Background: an optimization exercise with open tools, aiming at small area and a short achievable clock period. Do not read the settings as production practice. The RTL was checked by simulation tests, not by an equivalence proof against the original design. No activity file was given, so power comes from the tool's default toggle rates.

## rx_payload_q
module rx_payload_q (
     input  logic                           clk
    ,input  logic                           reset
    ,input  logic                           enq_req_val
    ,input  logic [rx_q_cfg_pkg::FLOW_ID_W-1:0] enq_req_flowid
    ,input  logic [rx_q_cfg_pkg::ENTRY_W-1:0]   enq_req_data
    ,output logic                           enq_req_rdy
    ,input  logic                           rd_req_val
    ,input  logic [rx_q_cfg_pkg::FLOW_ID_W-1:0] rd_req_flowid
    ,output logic                           rd_req_rdy
    ,output logic                           rd_resp_val
    ,output logic                           rd_resp_is_empty
    ,output logic [rx_q_cfg_pkg::ENTRY_W-1:0]   rd_resp_entry
    ,input  logic                           rd_resp_rdy
);
Settings: LEC_CHECK=0, CAP_MARGIN=20, CORE_MARGIN=2, CORE_UTILIZATION=60, CTS_BUF_LIST=sky130_fd_sc_hd__clkbuf_16, CTS_CLUSTER_DIAMETER=100, CTS_CLUSTER_SIZE=30, SETUP_SLACK_MARGIN=2.6, SLEW_MARGIN=20; clock period 5.0 ns.
standard.sh (not shown) runs the stock make flow with config.mk's settings and CLKGATE_MAP_FILE= SYNTH_SCRIPT=/design/flow/synth_recipe.tcl, a recipe that flattens the netlist after the stock synthesis.
==> flow/flow/run.sh <==
#!/bin/bash
# The standard layout (standard.sh) with these changes to how it is made:
#  - synthesis maps logic with flow/abc_map.script, an area-recovering ABC
#    script, in place of ORFS's abc_speed.script, and keeps ABC off the cells
#    listed in flow/abc_dont_use.txt (the mux cells, whose select-to-output
#    delay is slow on the port-to-port enq_req_rdy path). Everything else in
#    the synthesis (synth_recipe.tcl, dfflibmap, flatten, renames) is
#    unchanged, so the registers are the standard synthesis's.
#  - port buffers use a plain buffer cell instead of the delay buffer that
#    buffer_ports picks on its own.
# Each make run's full output goes to a log file in the work folder; ORFS's
# per-step logs stay under orfs/logs.
set -euo pipefail
work=$(pwd)
rm -rf "$work/orfs_scripts"
cp -r "$FLOW_HOME/scripts" "$work/orfs_scripts"
cp "$work/flow/abc_map.script" "$work/orfs_scripts/abc_speed.script"
python3 "$work/flow/patch_preamble.py" "$work/orfs_scripts/synth_preamble.tcl"
export ABC_EXTRA_DONT_USE="$(tr '\n' ' ' < "$work/flow/abc_dont_use.txt")"
export BUFFER_PORTS_ARGS="-buffer_cell sky130_fd_sc_hd__buf_2"
export IO_CONSTRAINTS="$(pwd)/flow/io.tcl"
bash standard.sh SCRIPTS_DIR="$work/orfs_scripts" synth > flow_synth.log 2>&1
bash standard.sh SCRIPTS_DIR="$work/orfs_scripts" finish > flow_make.log 2>&1
==> flow/flow/abc_dont_use.txt <==
sky130_fd_sc_hd__mux4_1
sky130_fd_sc_hd__mux4_2
sky130_fd_sc_hd__mux4_4
sky130_fd_sc_hd__mux2_1
sky130_fd_sc_hd__mux2_2
sky130_fd_sc_hd__mux2_4
sky130_fd_sc_hd__mux2_8
==> flow/flow/abc_map.script <==
&get -n
&st
&syn2
&dch
&nf -R 1000 -p
&put
==> flow/flow/io.tcl <==
# Keep the control ports, whose port-to-port paths (enq_req_flowid to
# enq_req_rdy, rd_resp_rdy to rd_req_rdy) set the clock period, side by side
# on the die's edge instead of wherever the pin placer scatters them.
set_io_pin_constraint -group -order -pin_names {
  enq_req_val enq_req_flowid[1] enq_req_flowid[0] enq_req_rdy
  rd_req_rdy rd_resp_rdy rd_resp_val rd_req_val rd_req_flowid[1] rd_req_flowid[0]
}
==> flow/flow/patch_preamble.py <==
import sys
p = sys.argv[1]
s = open(p).read()
anchor = "# Technology mapping for cells\nset abc_args [list -script $abc_script"
assert anchor in s
s = s.replace(anchor, "# Cells the flow keeps ABC from mapping to (its own flow's choice)\nforeach cell [env_var_or_empty ABC_EXTRA_DONT_USE] {\n  lappend lib_dont_use_args -dont_use $cell\n}\n\n" + anchor)
open(p, 'w').write(s)
The first run finished clean.
Next try:
--- a/flow/flow/run.sh
+++ b/flow/flow/run.sh
@@ -5,2 +5,3 @@
-#    listed in flow/abc_dont_use.txt (the mux cells, whose select-to-output
-#    delay is slow on the port-to-port enq_req_rdy path). Everything else in
+#    listed in flow/abc_dont_use.txt (the mux cells and the AND-OR/OR-AND
+#    cells with a buffered output, which are slow on the port-to-port
+#    enq_req_rdy path). Everything else in
@@ -10,0 +12,2 @@
+#  - flow/io.tcl (IO_CONSTRAINTS) keeps the control ports side by side, so the
+#    port-to-port paths do not cross the die.
--- a/flow/flow/abc_dont_use.txt
+++ b/flow/flow/abc_dont_use.txt
@@ -7,0 +8,69 @@
+sky130_fd_sc_hd__mux2i_1
+sky130_fd_sc_hd__mux2i_2
+sky130_fd_sc_hd__mux2i_4
+sky130_fd_sc_hd__a2111o_1
+sky130_fd_sc_hd__a2111o_2
+sky130_fd_sc_hd__a2111o_4
+sky130_fd_sc_hd__a211o_1
+sky130_fd_sc_hd__a211o_2
+sky130_fd_sc_hd__a211o_4
+sky130_fd_sc_hd__a21bo_1
+sky130_fd_sc_hd__a21bo_2
+sky130_fd_sc_hd__a21bo_4
+sky130_fd_sc_hd__a21o_1
+sky130_fd_sc_hd__a21o_2
+sky130_fd_sc_hd__a21o_4
+sky130_fd_sc_hd__a221o_1
+sky130_fd_sc_hd__a221o_2
+sky130_fd_sc_hd__a221o_4
+sky130_fd_sc_hd__a22o_1
+sky130_fd_sc_hd__a22o_2
+sky130_fd_sc_hd__a22o_4
+sky130_fd_sc_hd__a2bb2o_1
+sky130_fd_sc_hd__a2bb2o_2
+sky130_fd_sc_hd__a2bb2o_4
+sky130_fd_sc_hd__a311o_1
+sky130_fd_sc_hd__a311o_2
+sky130_fd_sc_hd__a311o_4
+sky130_fd_sc_hd__a31o_1
+sky130_fd_sc_hd__a31o_2
+sky130_fd_sc_hd__a31o_4
+sky130_fd_sc_hd__a32o_1
+sky130_fd_sc_hd__a32o_2
+sky130_fd_sc_hd__a32o_4
+sky130_fd_sc_hd__a41o_1
+sky130_fd_sc_hd__a41o_2
+sky130_fd_sc_hd__a41o_4
+sky130_fd_sc_hd__o2111a_1
+sky130_fd_sc_hd__o2111a_2
+sky130_fd_sc_hd__o2111a_4
+sky130_fd_sc_hd__o211a_1
+sky130_fd_sc_hd__o211a_2
+sky130_fd_sc_hd__o211a_4
+sky130_fd_sc_hd__o21a_1
+sky130_fd_sc_hd__o21a_2
+sky130_fd_sc_hd__o21a_4
+sky130_fd_sc_hd__o21ba_1
+sky130_fd_sc_hd__o21ba_2
+sky130_fd_sc_hd__o21ba_4
+sky130_fd_sc_hd__o221a_1
+sky130_fd_sc_hd__o221a_2
+sky130_fd_sc_hd__o221a_4
+sky130_fd_sc_hd__o22a_1
+sky130_fd_sc_hd__o22a_2
+sky130_fd_sc_hd__o22a_4
+sky130_fd_sc_hd__o2bb2a_1
+sky130_fd_sc_hd__o2bb2a_2
+sky130_fd_sc_hd__o2bb2a_4
+sky130_fd_sc_hd__o311a_1
+sky130_fd_sc_hd__o311a_2
+sky130_fd_sc_hd__o311a_4
+sky130_fd_sc_hd__o31a_1
+sky130_fd_sc_hd__o31a_2
+sky130_fd_sc_hd__o31a_4
+sky130_fd_sc_hd__o32a_1
+sky130_fd_sc_hd__o32a_2
+sky130_fd_sc_hd__o32a_4
+sky130_fd_sc_hd__o41a_1
+sky130_fd_sc_hd__o41a_2
+sky130_fd_sc_hd__o41a_4
Settings changed: CORE_UTILIZATION 60 to 70, SETUP_SLACK_MARGIN 2.6 to 2.4.
Effect: Via count fell by 2.5%; flip-flop and latch count does not change; global-route usage goes up by 1.8 points; setup slack gets better by 0.047 ns.
Next try:
--- a/flow/flow/run.sh
+++ b/flow/flow/run.sh
@@ -5,3 +5,2 @@
-#    listed in flow/abc_dont_use.txt (the mux cells and the AND-OR/OR-AND
-#    cells with a buffered output, which are slow on the port-to-port
-#    enq_req_rdy path). Everything else in
+#    listed in flow/abc_dont_use.txt (the mux cells, whose select-to-output
+#    delay is slow on the port-to-port enq_req_rdy path). Everything else in
@@ -12,2 +10,0 @@
-#  - flow/io.tcl (IO_CONSTRAINTS) keeps the control ports side by side, so the
-#    port-to-port paths do not cross the die.
@@ -24,0 +22 @@
+export PRE_IO_PLACEMENT_TCL="$(pwd)/flow/io.tcl"
==> flow/flow/abc_dont_use.txt (replaced) <==
sky130_fd_sc_hd__mux4_1
sky130_fd_sc_hd__mux4_2
sky130_fd_sc_hd__mux4_4
sky130_fd_sc_hd__mux2_1
sky130_fd_sc_hd__mux2_2
sky130_fd_sc_hd__mux2_4
sky130_fd_sc_hd__mux2_8
Settings changed: CORE_UTILIZATION 70 to 60, SETUP_SLACK_MARGIN 2.4 to 2.6.
Now the flow never finished: it broke off in I/O pin placement (3_2_place_iop) with PPL-0104.
Area after synthesis barely changes.
Synthesized cell count shrinks by about 0.45%.

---

The RTL this note starts from:
==> flow/design.v <==
`timescale 1ns/100ps
`default_nettype none
package rx_q_cfg_pkg;
    localparam int FLOW_CNT = 4;
    localparam int FLOW_ID_W = 2;
    localparam int RING_DEPTH = 8;
    localparam int RING_IDX_W = 3;
    localparam int ENTRY_W = 32;
endpackage
`default_nettype wire
`timescale 1ns/100ps
`default_nettype none
module flow_ring (
     input  logic                           clk
    ,input  logic                           reset
    ,input  logic                           push
    ,input  logic [rx_q_cfg_pkg::ENTRY_W-1:0]   push_data
    ,output logic                           full
    ,input  logic                           pop
    ,output logic [rx_q_cfg_pkg::ENTRY_W-1:0]   head_data
    ,output logic                           empty
);
    localparam int RING_DEPTH = rx_q_cfg_pkg::RING_DEPTH;
    localparam int RING_IDX_W = rx_q_cfg_pkg::RING_IDX_W;
    localparam int ENTRY_W    = rx_q_cfg_pkg::ENTRY_W;
    logic [ENTRY_W-1:0]     entries [RING_DEPTH];
    localparam int JC_W       = RING_DEPTH / 2;
    logic [RING_DEPTH-1:0]  head_oh;
    logic [JC_W-1:0]        tail_jc;
    logic [RING_DEPTH-1:0]  tail_oh;
    logic                   full_reg;
    logic                   empty_reg;
    logic [RING_DEPTH-1:0]  head_oh_nxt;
    logic [RING_DEPTH-1:0]  tail_oh_nxt;
    assign head_oh_nxt = {head_oh[RING_DEPTH-2:0], head_oh[RING_DEPTH-1]};
    assign tail_oh_nxt = {tail_oh[RING_DEPTH-2:0], tail_oh[RING_DEPTH-1]};
    for (genvar k = 0; k < JC_W; k++) begin : g_tail_dec
        if (k == 0) begin : g_first
            assign tail_oh[k]        = ~tail_jc[JC_W-1] & ~tail_jc[0];
            assign tail_oh[k + JC_W] =  tail_jc[JC_W-1] &  tail_jc[0];
        end
        else begin : g_rest
            assign tail_oh[k]        =  tail_jc[k-1] & ~tail_jc[k];
            assign tail_oh[k + JC_W] = ~tail_jc[k-1] &  tail_jc[k];
        end
    end
    assign full  = full_reg;
    assign empty = empty_reg;
    always_ff @(posedge clk) begin
        if (reset) begin
            head_oh   <= RING_DEPTH'(1);
            tail_jc   <= '0;
            full_reg  <= 1'b0;
            empty_reg <= 1'b1;
        end
        else begin
            if (push) begin
                tail_jc <= {tail_jc[JC_W-2:0], ~tail_jc[JC_W-1]};
            end
            if (pop) begin
                head_oh <= head_oh_nxt;
            end
            if (pop) begin
                full_reg <= 1'b0;
            end
            else if (push) begin
                full_reg <= |(tail_oh_nxt & head_oh);
            end
            if (push) begin
                empty_reg <= 1'b0;
            end
            else if (pop) begin
                empty_reg <= |(head_oh_nxt & tail_oh);
            end
        end
    end
    always_ff @(posedge clk) begin
        for (int e = 0; e < RING_DEPTH; e++) begin
            if (!full_reg && tail_oh[e]) begin
                entries[e] <= push_data;
            end
        end
    end
    always_comb begin
        head_data = '0;
        for (int e = 0; e < RING_DEPTH; e++) begin
            head_data = head_data
                      | (entries[e] & {ENTRY_W{!empty_reg && head_oh[e]}});
        end
    end
endmodule
`default_nettype wire
`timescale 1ns/100ps
`default_nettype none
module enqueue_steer (
     input  logic                                   enq_req_val
    ,input  logic [rx_q_cfg_pkg::FLOW_ID_W-1:0]         enq_req_flowid
    ,input  logic [rx_q_cfg_pkg::ENTRY_W-1:0]           enq_req_data
    ,output logic                                   enq_req_rdy
    ,input  logic [rx_q_cfg_pkg::FLOW_CNT-1:0]      full_vec
    ,output logic [rx_q_cfg_pkg::FLOW_CNT-1:0]      push_vec
    ,output logic [rx_q_cfg_pkg::ENTRY_W-1:0]           push_data
);
    localparam int FLOW_CNT   = rx_q_cfg_pkg::FLOW_CNT;
    localparam int FLOW_ID_W  = rx_q_cfg_pkg::FLOW_ID_W;
    assign push_data = enq_req_data;
    for (genvar i = 0; i < FLOW_CNT; i++) begin : g_ring
        assign push_vec[i] = enq_req_val && !full_vec[i]
                             && (enq_req_flowid == FLOW_ID_W'(i));
    end
    assign enq_req_rdy = ~full_vec[enq_req_flowid];
endmodule
`default_nettype wire
`timescale 1ns/100ps
`default_nettype none
module read_resp_stage (
     input  logic                                   clk
    ,input  logic                                   reset
    ,input  logic                                   rd_req_val
    ,input  logic [rx_q_cfg_pkg::FLOW_ID_W-1:0]         rd_req_flowid
    ,output logic                                   rd_req_rdy
    ,output logic                                   rd_resp_val
    ,output logic                                   rd_resp_is_empty
    ,output logic [rx_q_cfg_pkg::ENTRY_W-1:0]           rd_resp_entry
    ,input  logic                                   rd_resp_rdy
    ,input  logic [rx_q_cfg_pkg::FLOW_CNT-1:0]      empty_vec
    ,input  logic [rx_q_cfg_pkg::FLOW_CNT*rx_q_cfg_pkg::ENTRY_W-1:0] head_data_vec
    ,output logic [rx_q_cfg_pkg::FLOW_CNT-1:0]      pop_vec
);
    localparam int FLOW_CNT   = rx_q_cfg_pkg::FLOW_CNT;
    localparam int FLOW_ID_W  = rx_q_cfg_pkg::FLOW_ID_W;
    localparam int ENTRY_W    = rx_q_cfg_pkg::ENTRY_W;
    logic                   req_xfer;
    logic                   sel_empty;
    logic [ENTRY_W-1:0]     sel_data;
    logic                   resp_val_reg;
    logic                   resp_is_empty_reg;
    logic [ENTRY_W-1:0]     resp_entry_reg;
    for (genvar i = 0; i < FLOW_CNT; i++) begin : g_ring
        assign pop_vec[i] = req_xfer && (rd_req_flowid == FLOW_ID_W'(i))
                            && !empty_vec[i];
    end
    assign rd_req_rdy = ~resp_val_reg | rd_resp_rdy;
    assign req_xfer   = rd_req_val & rd_req_rdy;
    assign sel_empty = empty_vec[rd_req_flowid];
    always_comb begin
        sel_data = '0;
        for (int i = 0; i < FLOW_CNT; i++) begin
            sel_data = sel_data
                     | (head_data_vec[i*ENTRY_W +: ENTRY_W]
                        & {ENTRY_W{rd_req_flowid == FLOW_ID_W'(i)}});
        end
    end
    always_ff @(posedge clk) begin
        if (reset) begin
            resp_val_reg <= 1'b0;
        end
        else if (req_xfer) begin
            resp_val_reg <= 1'b1;
        end
        else if (rd_resp_rdy) begin
            resp_val_reg <= 1'b0;
        end
    end
    always_ff @(posedge clk) begin
        if (rd_req_rdy) begin
            resp_is_empty_reg <= sel_empty;
            resp_entry_reg    <= sel_data;
        end
    end
    assign rd_resp_val      = resp_val_reg;
    assign rd_resp_is_empty = resp_is_empty_reg;
    assign rd_resp_entry    = resp_entry_reg;
endmodule
`default_nettype wire
`timescale 1ns/100ps
`default_nettype none
module rx_payload_q (
     input  logic                           clk
    ,input  logic                           reset
    ,input  logic                           enq_req_val
    ,input  logic [rx_q_cfg_pkg::FLOW_ID_W-1:0] enq_req_flowid
    ,input  logic [rx_q_cfg_pkg::ENTRY_W-1:0]   enq_req_data
    ,output logic                           enq_req_rdy
    ,input  logic                           rd_req_val
    ,input  logic [rx_q_cfg_pkg::FLOW_ID_W-1:0] rd_req_flowid
    ,output logic                           rd_req_rdy
    ,output logic                           rd_resp_val
    ,output logic                           rd_resp_is_empty
    ,output logic [rx_q_cfg_pkg::ENTRY_W-1:0]   rd_resp_entry
    ,input  logic                           rd_resp_rdy
);
    localparam int FLOW_CNT   = rx_q_cfg_pkg::FLOW_CNT;
    localparam int ENTRY_W    = rx_q_cfg_pkg::ENTRY_W;
    logic [FLOW_CNT-1:0]            push_vec;
    logic [ENTRY_W-1:0]             push_data;
    logic [FLOW_CNT-1:0]            full_vec;
    logic [FLOW_CNT-1:0]            pop_vec;
    logic [FLOW_CNT-1:0]            empty_vec;
    logic [FLOW_CNT*ENTRY_W-1:0]    head_data_vec;
    enqueue_steer u_enqueue_steer (
         .enq_req_val       (enq_req_val        )
        ,.enq_req_flowid    (enq_req_flowid     )
        ,.enq_req_data      (enq_req_data       )
        ,.enq_req_rdy       (enq_req_rdy        )
        ,.full_vec          (full_vec           )
        ,.push_vec          (push_vec           )
        ,.push_data         (push_data          )
    );
    for (genvar i = 0; i < FLOW_CNT; i++) begin : g_flow
        flow_ring u_flow_ring (
             .clk           (clk                )
            ,.reset         (reset              )
            ,.push          (push_vec[i]        )
            ,.push_data     (push_data          )
            ,.full          (full_vec[i]        )
            ,.pop           (pop_vec[i]         )
            ,.head_data     (head_data_vec[i*ENTRY_W +: ENTRY_W])
            ,.empty         (empty_vec[i]       )
        );
    end
    read_resp_stage u_read_resp_stage (
         .clk               (clk                )
        ,.reset             (reset              )
        ,.rd_req_val        (rd_req_val         )
        ,.rd_req_flowid     (rd_req_flowid      )
        ,.rd_req_rdy        (rd_req_rdy         )
        ,.rd_resp_val       (rd_resp_val        )
        ,.rd_resp_is_empty  (rd_resp_is_empty   )
        ,.rd_resp_entry     (rd_resp_entry      )
        ,.rd_resp_rdy       (rd_resp_rdy        )
        ,.empty_vec         (empty_vec          )
        ,.head_data_vec     (head_data_vec      )
        ,.pop_vec           (pop_vec            )
    );
endmodule
`default_nettype wire
==> flow/config.mk <==
export PLATFORM = sky130hd
export DESIGN_NAME = rx_payload_q
export DESIGN_NICKNAME = rx_payload_q
export VERILOG_FILES = /design/flow/design.v
export SDC_FILE = /design/flow/constraint.sdc
export NUM_CORES = 4
export LEC_CHECK = 0
export CAP_MARGIN = 20
export CORE_MARGIN = 2
export CORE_UTILIZATION = 65
export CTS_BUF_LIST = sky130_fd_sc_hd__clkbuf_16
export CTS_CLUSTER_DIAMETER = 100
export CTS_CLUSTER_SIZE = 30
export SETUP_SLACK_MARGIN = 3.0
export SLEW_MARGIN = 20
==> flow/constraint.sdc <==
create_clock -name core_clock -period 5.0 [get_ports {clk}]
set_input_delay 1.0000 -clock core_clock [delete_from_list [all_inputs] [get_ports {clk}]]
set_output_delay 1.0000 -clock core_clock [all_outputs]
set_load 0.01 [all_outputs]
==> flow/flow/run.sh <==
#!/bin/bash
# Standard layout, with port buffers of a plain buffer cell instead of the
# delay-buffer cell buffer_ports picks on its own. Make's output goes to
# flow_make.log in the work folder; ORFS's per-step logs stay under orfs/logs.
set -euo pipefail
export BUFFER_PORTS_ARGS="-buffer_cell sky130_fd_sc_hd__buf_2"
bash standard.sh finish > flow_make.log 2>&1
==> next run, changes <==
==> flow/flow/run.sh (replaced) <==
#!/bin/bash
# The standard layout (standard.sh) with two changes to how it is made:
#  - synthesis maps logic with flow/abc_map.script, an area-recovering ABC
#    script, in place of ORFS's abc_speed.script. Everything else in the
#    synthesis (synth_recipe.tcl, dfflibmap, flatten, renames) is unchanged,
#    so the registers are the standard synthesis's.
#  - port buffers use a plain buffer cell instead of the delay buffer that
#    buffer_ports picks on its own.
# Each make run's full output goes to a log file in the work folder; ORFS's
# per-step logs stay under orfs/logs.
set -euo pipefail
work=$(pwd)
rm -rf "$work/orfs_scripts"
cp -r "$FLOW_HOME/scripts" "$work/orfs_scripts"
cp "$work/flow/abc_map.script" "$work/orfs_scripts/abc_speed.script"
export BUFFER_PORTS_ARGS="-buffer_cell sky130_fd_sc_hd__buf_2"
bash standard.sh SCRIPTS_DIR="$work/orfs_scripts" synth > flow_synth.log 2>&1
bash standard.sh SCRIPTS_DIR="$work/orfs_scripts" finish > flow_make.log 2>&1
==> flow/flow/abc_map.script (new file) <==
&get -n
&st
&syn2
&dch
&nf -R 1000 -p
&put
Settings changed: CORE_UTILIZATION 65 to 60, SETUP_SLACK_MARGIN 3.0 to 2.8.
Sequential share of layout area barely changes.
Final cell count stays flat.
Maximum frequency is higher by 1.2%.
Worst setup slack gets better by 0.032 ns.
==> next run, changes <==
--- a/flow/flow/run.sh
+++ b/flow/flow/run.sh
@@ -2 +2 @@
-# The standard layout (standard.sh) with two changes to how it is made:
+# The standard layout (standard.sh) with these changes to how it is made:
@@ -4,3 +4,5 @@
-#    script, in place of ORFS's abc_speed.script. Everything else in the
-#    synthesis (synth_recipe.tcl, dfflibmap, flatten, renames) is unchanged,
-#    so the registers are the standard synthesis's.
+#    script, in place of ORFS's abc_speed.script, and keeps ABC off the cells
+#    listed in flow/abc_dont_use.txt (the mux cells, whose select-to-output
+#    delay is slow on the port-to-port enq_req_rdy path). Everything else in
+#    the synthesis (synth_recipe.tcl, dfflibmap, flatten, renames) is
+#    unchanged, so the registers are the standard synthesis's.
@@ -15,0 +18,2 @@
+python3 "$work/flow/patch_preamble.py" "$work/orfs_scripts/synth_preamble.tcl"
+export ABC_EXTRA_DONT_USE="$(tr '\n' ' ' < "$work/flow/abc_dont_use.txt")"
==> flow/flow/abc_dont_use.txt (new file) <==
sky130_fd_sc_hd__mux4_1
sky130_fd_sc_hd__mux4_2
sky130_fd_sc_hd__mux4_4
sky130_fd_sc_hd__mux2_1
sky130_fd_sc_hd__mux2_2
sky130_fd_sc_hd__mux2_4
sky130_fd_sc_hd__mux2_8
==> flow/flow/patch_preamble.py (new file) <==
import sys
p = sys.argv[1]
s = open(p).read()
anchor = "# Technology mapping for cells\nset abc_args [list -script $abc_script"
assert anchor in s
s = s.replace(anchor, "# Cells the flow keeps ABC from mapping to (its own flow's choice)\nforeach cell [env_var_or_empty ABC_EXTRA_DONT_USE] {\n  lappend lib_dont_use_args -dont_use $cell\n}\n\n" + anchor)
open(p, 'w').write(s)
Settings changed: SETUP_SLACK_MARGIN 2.8 to 2.6, TNS_END_PERCENT from default to 5.
Total power is lower slightly.
Die area is about the same.
Fmax rose by a few percent.
Combinational power falls by a little under a tenth.
Via count decreases by a few percent.
Count of clock-buffer cells in the layout is unchanged.
Global-route usage came out lower by 1.9 points.
Sequential power is about the same.
==> next run, changes <==
==> flow/flow/run.sh (replaced) <==
#!/bin/bash
# Standard layout, with port buffers of a plain buffer cell instead of the
# delay-buffer cell buffer_ports picks on its own. Make's output goes to
# flow_make.log in the work folder; ORFS's per-step logs stay under orfs/logs.
set -euo pipefail
export BUFFER_PORTS_ARGS="-buffer_cell sky130_fd_sc_hd__buf_2"
bash standard.sh finish > flow_make.log 2>&1
Settings changed: SETUP_SLACK_MARGIN 2.6 to 2.8, TNS_END_PERCENT 5 to default.
removed: flow/flow/abc_dont_use.txt
removed: flow/flow/abc_map.script
removed: flow/flow/patch_preamble.py
Outcome: Design area climbs by about 2.3%; total power drops by 3.5%; clock skew drops by 0.0062 ns; maximum frequency drops by about 3%; non-clock buffer count climbs by 4.
==> next run, changes <==
==> flow/flow/run.sh (replaced) <==
#!/bin/bash
# The standard layout (standard.sh) with these changes to how it is made:
#  - synthesis maps logic with flow/abc_map.script, an area-recovering ABC
#    script, in place of ORFS's abc_speed.script, and keeps ABC off the cells
#    listed in flow/abc_dont_use.txt (the mux cells, whose select-to-output
#    delay is slow on the port-to-port enq_req_rdy path). Everything else in
#    the synthesis (synth_recipe.tcl, dfflibmap, flatten, renames) is
#    unchanged, so the registers are the standard synthesis's.
#  - port buffers use a plain buffer cell instead of the delay buffer that
#    buffer_ports picks on its own.
# Each make run's full output goes to a log file in the work folder; ORFS's
# per-step logs stay under orfs/logs.
set -euo pipefail
work=$(pwd)
rm -rf "$work/orfs_scripts"
cp -r "$FLOW_HOME/scripts" "$work/orfs_scripts"
cp "$work/flow/abc_map.script" "$work/orfs_scripts/abc_speed.script"
python3 "$work/flow/patch_preamble.py" "$work/orfs_scripts/synth_preamble.tcl"
export ABC_EXTRA_DONT_USE="$(tr '\n' ' ' < "$work/flow/abc_dont_use.txt")"
export BUFFER_PORTS_ARGS="-buffer_cell sky130_fd_sc_hd__buf_2"
bash standard.sh SCRIPTS_DIR="$work/orfs_scripts" synth > flow_synth.log 2>&1
bash standard.sh SCRIPTS_DIR="$work/orfs_scripts" finish > flow_make.log 2>&1
==> flow/flow/abc_dont_use.txt (new file) <==
sky130_fd_sc_hd__mux4_1
sky130_fd_sc_hd__mux4_2
sky130_fd_sc_hd__mux4_4
sky130_fd_sc_hd__mux2_1
sky130_fd_sc_hd__mux2_2
sky130_fd_sc_hd__mux2_4
sky130_fd_sc_hd__mux2_8
==> flow/flow/abc_map.script (new file) <==
&get -n
&st
&syn2
&dch
&nf -R 1000 -p
&put
==> flow/flow/patch_preamble.py (new file) <==
import sys
p = sys.argv[1]
s = open(p).read()
anchor = "# Technology mapping for cells\nset abc_args [list -script $abc_script"
assert anchor in s
s = s.replace(anchor, "# Cells the flow keeps ABC from mapping to (its own flow's choice)\nforeach cell [env_var_or_empty ABC_EXTRA_DONT_USE] {\n  lappend lib_dont_use_args -dont_use $cell\n}\n\n" + anchor)
open(p, 'w').write(s)
Settings changed: SETUP_SLACK_MARGIN 2.8 to 2.6.
What happened: The new run completed without violations; worst setup slack improved by 0.090 ns; routed wire length decreases by 19%; via count decreases by 8.2%; die area decreases by 3.0%; maximum frequency increases by 3.4%; final area decreases by 1.6%; synthesized area decreases by 3.1%; critical path depth increases by 1; synthesized cell count decreases by 10%.

## static timing again, ports no longer ideal
How much do the figures lean on ideal ports? The routed layouts below were timed once more, with nothing changed but the port constraints.
Step 1 assumes that a clkbuf_16 drives the clock port and a buf_2 every other input.
Step 2 adds t to the input delays and takes it off the output delays; t is the mean of the earliest and latest rising clock arrival at the registers after step 1. Input paths then give back, and output paths get back, about the clock's delay inside the block.
Three values: ideal, step 1, step 2; two values: the first two.
| run | t, ns | setup slack, ns | clock arrival spread, ns | slew at the worst register clock pin (ns) |
|---|---|---|---|---|
| the first run of note 1 | 0.679 | 2.359 / 2.314 / 2.048 | 0.036 / 0.037 | 0.12 / 0.12 |
| the second run of note 1 | 0.686 | 2.406 / 2.380 / 1.904 | 0.028 / 0.028 | 0.12 / 0.12 |
| the first run of note 2 | 0.700 | 2.253 / 2.195 / 2.212 | 0.020 / 0.021 | 0.11 / 0.11 |
| the second run of note 2 | 0.694 | 2.286 / 2.220 / 2.106 | 0.035 / 0.035 | 0.12 / 0.12 |
| the third run of note 2 | 0.677 | 2.348 / 2.319 / 1.805 | 0.029 / 0.029 | 0.12 / 0.12 |
| the fourth run of note 2 | 0.695 | 2.266 / 2.204 / 2.039 | 0.022 / 0.022 | 0.12 / 0.12 |
| the fifth run of note 2 | 0.677 | 2.355 / 2.299 / 2.008 | 0.040 / 0.039 | 0.11 / 0.11 |
After both steps setup and hold are still met in every run listed. For the third run of note 2, which loses most, drivers alone change the setup slack by -0.029 ns; drivers and shift together by -0.543 ns.
